This is an optimization exercise on Yosys and OpenROAD, whose aim is small area, a short achievable clock period and few clock cycles per item, not a production implementation.
The RTL of this run was laid out without a check of its function.
Power figures rest on the tool's default switching activity, not on a simulated workload.

### run.sh
#!/bin/bash
# synth_recipe.tcl (not shown) runs the flow's synth.tcl, then flattens the netlist and writes it again
# the make line also repeats each setting of config.mk as NAME=value (left out here)
make -C /OpenROAD-flow-scripts/flow DESIGN_CONFIG=/design/flow/config.mk WORK_HOME=/design/flow/orfs CLKGATE_MAP_FILE= SYNTH_SCRIPT=/design/flow/synth_recipe.tcl finish
### config.mk
export PLATFORM = sky130hd
export DESIGN_NAME = max_profit_k_trades_top
export DESIGN_NICKNAME = max_profit_k_trades_top
export VERILOG_FILES = /design/flow/design.v
export SDC_FILE = /design/flow/constraint.sdc
export NUM_CORES = 4
export LEC_CHECK = 0
export CAP_MARGIN = 20
export CORE_MARGIN = 2
export CORE_UTILIZATION = 35
export SLEW_MARGIN = 20
### constraint.sdc
create_clock -name core_clock -period 15.0 [get_ports {clk}]
set_input_delay 3.0000 -clock core_clock [delete_from_list [all_inputs] [get_ports {clk}]]
set_output_delay 3.0000 -clock core_clock [all_outputs]
set_load 0.01 [all_outputs]
### design.v
package mpkt_pkg;
  localparam int MAX_TRADES = 16;
  localparam int PRICE_W    = 16;
  localparam int PROFIT_W   = 26;
  localparam int LIMIT_W    = 5;
  localparam int LANE_W     = $clog2(MAX_TRADES + 1);
  localparam int LANEP_W    = 20;
  localparam logic [PROFIT_W-1:0] PROFIT_MAX = {PROFIT_W{1'b1}};
  localparam logic [2:0] ADDR_TRADE_LIMIT = 3'd0;
  localparam logic [2:0] ADDR_UNLIMITED   = 3'd4;
  function automatic integer profit_w(input integer t);
    integer i;
    begin
      profit_w = 1;
      for (i = 1; i < 24; i = i + 1) begin
        if ((1 << i) <= t * 65535) profit_w = i + 1;
      end
    end
  endfunction
  function automatic integer lowest_w(input integer t);
    integer i;
    begin
      lowest_w = 17;
      for (i = 17; i < 24; i = i + 1) begin
        if ((1 << (i - 1)) < (t - 1) * 65535) lowest_w = i + 1;
      end
    end
  endfunction
endpackage
module mpkt_cell #(
  parameter int WP  = 20,    
  parameter int WL  = 21,    
  parameter int WPP = 20     
)
(
  input  logic                clk,
  input  logic                step,
  input  logic                first,
  input  logic [15:0]         price,
  input  logic [WPP-1:0]      prev_profit,
  output logic [WP-1:0]       profit
);
  localparam int W = ((WL > WP) ? WL : WP) + 2;
  logic signed [WL-1:0] lowest;
  logic signed [W-1:0]  cand;
  logic signed [W-1:0]  gain;
  always_comb begin
    cand = $signed({{(W-16){1'b0}}, price}) - $signed({{(W-WPP){1'b0}}, prev_profit});
    gain = $signed({{(W-16){1'b0}}, price}) - $signed({{(W-WL){lowest[WL-1]}}, lowest});
  end
  always_ff @(posedge clk) begin
    if (step) begin
      if (first) begin
        lowest <= $signed({{(WL-16){1'b0}}, price});
        profit <= '0;
      end else begin
        if (cand < $signed({{(W-WL){lowest[WL-1]}}, lowest})) lowest <= cand[WL-1:0];
        if (gain > $signed({{(W-WP){1'b0}}, profit})) profit <= gain[WP-1:0];
      end
    end
  end
endmodule
module max_profit_k_trades_top
(
  input  logic        clk,
  input  logic        rst,
  input  logic        s_tvalid,
  output logic        s_tready,
  input  logic [15:0] s_tdata,    
  input  logic        s_tlast,    
  output logic        m_tvalid,
  input  logic        m_tready,
  output logic [31:0] m_tdata,    
  output logic        m_tlast,    
  input  logic        psel,
  input  logic        penable,
  input  logic        pwrite,
  input  logic [2:0]  paddr,
  input  logic [31:0] pwdata,
  output logic [31:0] prdata,
  output logic        pready
);
  localparam int K  = mpkt_pkg::MAX_TRADES;
  localparam int PW = mpkt_pkg::PROFIT_W;
  localparam int LW = mpkt_pkg::LANEP_W;
  logic [mpkt_pkg::LIMIT_W-1:0] trade_limit;
  logic                         unlimited_mode;
  logic [4:0]                   prdata_q;
  logic        in_v;
  logic [15:0] in_p;
  logic        in_last;
  logic        rdy_q;
  logic        accept;
  logic        first;
  logic        adv;
  logic        pend;
  logic        pend_last;
  logic [15:0] prev_price;
  logic [PW-1:0] rise_total;
  logic [PW-1:0] rise_next;
  logic [PW:0]   rise_sum;
  logic          m_v;
  logic [PW-1:0] m_d;
  logic          m_l;
  logic          sk_v;
  logic [PW-1:0] sk_d;
  logic          sk_l;
  logic          m_free;
  logic          push;
  logic [PW-1:0] res;
  logic [LW-1:0] profits [0:K];
  logic [mpkt_pkg::LANE_W-1:0] lane;
  assign pready   = 1'b1;
  assign prdata   = {27'b0, prdata_q};
  assign s_tready = rdy_q;
  assign m_tvalid = m_v;
  assign m_tdata  = {{(32-PW){1'b0}}, m_d};
  assign m_tlast  = m_l;
  assign accept = s_tvalid && rdy_q;
  assign push   = pend && !sk_v;
  assign adv    = in_v && (!pend || !sk_v);
  assign m_free = !m_v || m_tready;
  assign profits[0] = '0;
  for (genvar t = 1; t <= K; t++) begin : g_cell
    localparam int WP  = mpkt_pkg::profit_w(t);
    localparam int WPP = (t == 1) ? 1 : mpkt_pkg::profit_w(t - 1);
    logic [WP-1:0] p;
    mpkt_cell #(
      .WP  (WP),
      .WL  (mpkt_pkg::lowest_w(t)),
      .WPP (WPP)
    ) u_cell (
      .clk         (clk),
      .step        (adv),
      .first       (first),
      .price       (in_p),
      .prev_profit (profits[t-1][WPP-1:0]),
      .profit      (p)
    );
    assign profits[t] = LW'(p);
  end
  always_comb begin
    rise_sum  = {1'b0, rise_total} + {{(PW+1-16){1'b0}}, in_p - prev_price};
    rise_next = rise_total;
    if (in_p > prev_price) begin
      rise_next = rise_sum[PW] ? mpkt_pkg::PROFIT_MAX : rise_sum[PW-1:0];
    end
  end
  always_comb begin
    lane = (trade_limit >= 5'(K)) ? mpkt_pkg::LANE_W'(K) : trade_limit[mpkt_pkg::LANE_W-1:0];
    res  = unlimited_mode ? rise_total : PW'(profits[lane]);
  end
  always_ff @(posedge clk) begin
    if (rst) begin
      in_v  <= 1'b0;
      rdy_q <= 1'b1;
      first <= 1'b1;
      pend  <= 1'b0;
      m_v   <= 1'b0;
      sk_v  <= 1'b0;
    end else begin
      if (accept) begin
        in_v <= 1'b1;
      end else if (adv) begin
        in_v <= 1'b0;
      end
      rdy_q <= !(accept || (in_v && !adv)) ||
               !(adv || (pend && !push)) ||
               !(sk_v ? !m_free : (push && !m_free));
      if (adv) begin
        first <= in_last;
        pend  <= 1'b1;
      end else if (push) begin
        pend  <= 1'b0;
      end
      if (m_free) begin
        m_v <= sk_v || push;
      end
      sk_v <= sk_v ? !m_free : (push && !m_free);
    end
  end
  always_ff @(posedge clk) begin
    if (accept) begin
      in_p    <= s_tdata;
      in_last <= s_tlast;
    end
    if (adv) begin
      prev_price <= in_p;
      rise_total <= first ? '0 : rise_next;
      pend_last  <= in_last;
    end
    if (m_free) begin
      m_d <= sk_v ? sk_d : res;
      m_l <= sk_v ? sk_l : pend_last;
    end
    if (!sk_v) begin
      sk_d <= res;
      sk_l <= pend_last;
    end
  end
  always_ff @(posedge clk) begin
    if (rst) begin
      trade_limit    <= mpkt_pkg::LIMIT_W'(1);
      unlimited_mode <= 1'b0;
    end else if (psel && penable && pwrite) begin
      if (paddr[2] == mpkt_pkg::ADDR_UNLIMITED[2]) begin
        unlimited_mode <= pwdata[0];
      end else begin
        trade_limit <= pwdata[mpkt_pkg::LIMIT_W-1:0];
      end
    end
  end
  always_ff @(posedge clk) begin
    if (paddr[2] == mpkt_pkg::ADDR_TRADE_LIMIT[2]) begin
      prdata_q <= trade_limit;
    end else begin
      prdata_q <= {4'b0, unlimited_mode};
    end
  end
endmodule
==> results.cfg <==
[cts]
cts_resized = 0
cts_hold_repair.buffers = 0
cts_root_buf = clkbuf_16
clockBufferDepth = 3
clk_latency_ns = 0.76
cts_tree = done
cts.sinks = 752
cts_inserted_buffers = 96
cts-htree-levels = 3
post_cts_buffers = 0
clk_pin_slew_ns = 0.06

[timing]
min_period_ns = 6.534
relSlewSlack = 0.2380
hold_viol_final = 0
finalSetupViolations = 0
timing.fmax_ghz = 0.1530
rsz0062_at_grt = false
worst_pin_slew_ns = 1.142
period_share = 0.4356
skew_ns = 0.03946
tns_ns = 0
setup_ws_ns = 8.466
maxSlewViolCount = 0

[run]
cap_violations = 0

[logic_synthesis]
ys_warn_count = 11
yosys.area.top_type = edfxtp_1
postSynthAreaPerCell_um2 = 9.311
ys_types = 117
syn-cell-area_um2 = 69670
synth_common_cells = 1118 x ha_1, 796 x inv_1, 708 x edfxtp_1
synth_seq_cells = 752
synth_edf_count = 708
yosys.cell_count.top_type = ha_1
synthTopCellsByArea = edfxtp_1 31%, ha_1 20%, xnor2_1 4.5%
synth.yosys.seq_area_share = 0.3178
synth_flop_cell = edfxtp_1
postSynthCellCount = 7483
synth_top_cell_area_share = 0.3051
async_flop_share = 0

[place]
portBuffers = 63
dp.cells = 10136
gp_congestion = 1.011
dp_hpwl_um = 184900
pre_cts_slack_ns = 8.601

[worst_setup_path]
slowest_stage = o211a_1
path_common_cell = a21oi_1
path_buf_inv = 3
startpoint_type = flip-flop
path_class = reg -> reg
crit_family = compound AO/OA/AOI/OAI gates
crit_required_ns = 15.36
critPathMaxStageDelay_ns = 0.72
crit_path_end_kind = flip-flop
cp.arrival_ns = 6.90
crit_fanout = 32
path_cells = inv_2, buf_4, ha_1, inv_1, fa_1, a211oi_1, o21a_1, nor4_1, o41ai_1, a21oi_1, or2_1, a21oi_1, xnor2_1, ha_1, and3_1, nand3_1, o21bai_1, a22oi_1, a21oi_1, a211oi_1, o211a_1

[global_routing]
grt_pass1_vias = 56188
grt_max_degree = 127
antenna_found_initial = 30
grt_pass1_wl_um = 361300
globalRouteTotalUtil = 0.2373
gr-total-overflow = 0

[hold_path]
hp-class = reg -> reg

[floorplanning]
die_w_um = 450.2
core_area_um2 = 197600
die_area_um2 = 202700
start_util = 0.3526
die_h_um = 450.2
num_io_pins = 127
rows = 163

[routing]
ant_nets = 0
vias_per_cell = 5.710
drc = 0
vias = 59001
first_pass_iters = 6
wl_per_cell_um = 24.03
postRouteWirelength_um = 248300
first_iter_violations = 5892

[cells_and_area]
area_growth_pct = 10.63
multiInputGateArea_um2 = 44060
instances_no_fill = 10333
ff_latch_area_um2 = 22150
drive_gt1_frac = 0.06657
final_nets = 8808
fill_cells = 19391

[power_and_ir_drop]
power_uw = 7928
leakagePower_uw = 0.03328
pwr_density_cell_nw_per_um2 = 102.9
ir_worst_vdd_v = 0.0001054

[outcome]
status = no timing/DRC/antenna violations
-- metal layers --
metal  vias up  wire length, µm  track usage  part of all wire
met1     28647           103500       0.3091              0.42
li1      27552                -            -                 -
met5         -              105            0           0.00042
met3       543            20860      0.04181             0.084
met2      2243           110200       0.3768              0.44
met4        16            13670       0.1202             0.055
-- worst paths after layout --
kind	slack [ns]	to	depth (start not counted)	start
hold / removal	0.46	sk_d[24]$_DFF_P_	2	sk_d[24]$_DFF_P_
setup / recovery	8.47	g_cell[4].u_cell.profit[1]$_SDFFCE_PP0P_	21	in_p[0]$_DFFE_PP_
setup reg to reg	8.47	g_cell[4].u_cell.profit[1]$_SDFFCE_PP0P_	21	in_p[0]$_DFFE_PP_
hold reg to reg	0.46	sk_d[24]$_DFF_P_	2	sk_d[24]$_DFF_P_
-- stage by stage --
| stage | util | area, µm² | hold slack (ns) |
|---|---|---|---|
| 3_5_place_dp | 0.3738 | 73860 | 0.4445 |
| 5_1_grt | 0.3899 | 77050 | 0.4823 |
| 6_report | 0.3900 | 77080 | 0.4557 |
| 4_1_cts | 0.3894 | 76960 | 0.4587 |
| 3_3_place_gp | 0.3736 | 73830 | 0.4425 |
| 2_1_floorplan | - | 69790 | 0.4184 |
-- cell usage in the layout (no fill, tap or decap), drive strengths merged, types with 48 or more instances in the layout --
master,instances
o21ai,388
xnor2,362
ha,1118
inv,798
buf,99
a211oi,68
o21a,141
nor2,462
edfxtp,708
nand3,134
o21bai,55
nand4,108
xor2,125
clkbuf,131
nand2,440
a21oi,488
o31ai,48
and2,329
a21o,201
clkdlybuf4s50,63
nor3,161
nor2b,133
nand2b,67
and3,68
a22oi,48
a31oi,66
a21bo,111
a221oi,48
-- worst register-to-register path, stage by stage (launching register included) --
cell      delay, ns
edfxtp_1       0.66
inv_2          0.12
buf_4          0.57
ha_1           0.37
inv_1          0.06
fa_1           0.42
a211oi_1       0.37
o21a_1         0.25
nor4_1         0.09
o41ai_1        0.41
a21oi_1        0.12
or2_1          0.25
a21oi_1        0.18
xnor2_1        0.12
ha_1           0.31
and3_1         0.15
nand3_1        0.14
o21bai_1       0.19
a22oi_1        0.34
a21oi_1        0.09
a211oi_1       0.21
o211a_1        0.72
-- power breakdown --
group | internal, µW | leakage (µW) | switching [µW]
Sequential | 2490 | 0.00718 | 149
Combinational | 1180 | 0.0246 | 1720
Clock | 1360 | 0.00150 | 1030
-- registers in the layout (all words and copies together), names as in the netlist, 5 cells and up --
signal,count
rise_total,26
trade_limit,5
g_cell.u_cell.profit,305
g_cell.u_cell.lowest,316
in_p,16
prev_price,16
m_d,26
prdata_q,5
sk_d,26
-- logic make-up (layout without fill, tap and decap cells) --
group,Yosys count,in the layout,synth area share
AOI/OAI and AO/OA,2014,2014,0.1991
xor gates and xnor gates,487,487,0.06176
adders and majority gates,1151,1151,0.2103
buffers and inverters,973,1134,0.05450
DFF,752,752,0.3178
muxes,34,34,0.005154
other,2,51,0.0001078
and+or+nand+nor,2070,2070,0.1513
-- layout make-up --
cell class,count,area share
multi-input cells,5790,0.5717
flip-flops and latches,752,0.2873
well taps,2640,0.04286
inverters,796,0.03886
clock buffers,131,0.03461
repair buffers,162,0.01859
clock inverters,45,0.005552
diodes,17,0.0005519

-- separate check: timing with driven ports --
Ports are ideal in the flow. The routed layout listed here was re-timed in OpenROAD.
Step 1 assumes that a clkbuf_16 drives the clock port and a buf_2 every other input.
Step 2 moves the port delays by t, midway between the first and last clock arrival at a register: inputs arrive t later, outputs are due t later. That takes back most of the time a late clock gives input paths.
Three values: ideal ports, drivers, drivers and shift; two values: the first two.
t (ns): 0.826
setup WS [ns]: 8.466 / 8.466 / 8.466
slew at the worst register clock pin (ns): 0.07 / 0.07
cell pins on the clock port's net: 1
After both steps this run still meets setup and hold. For this run, drivers alone change the setup slack by 0.000 ns; drivers and shift together by 0.000 ns.
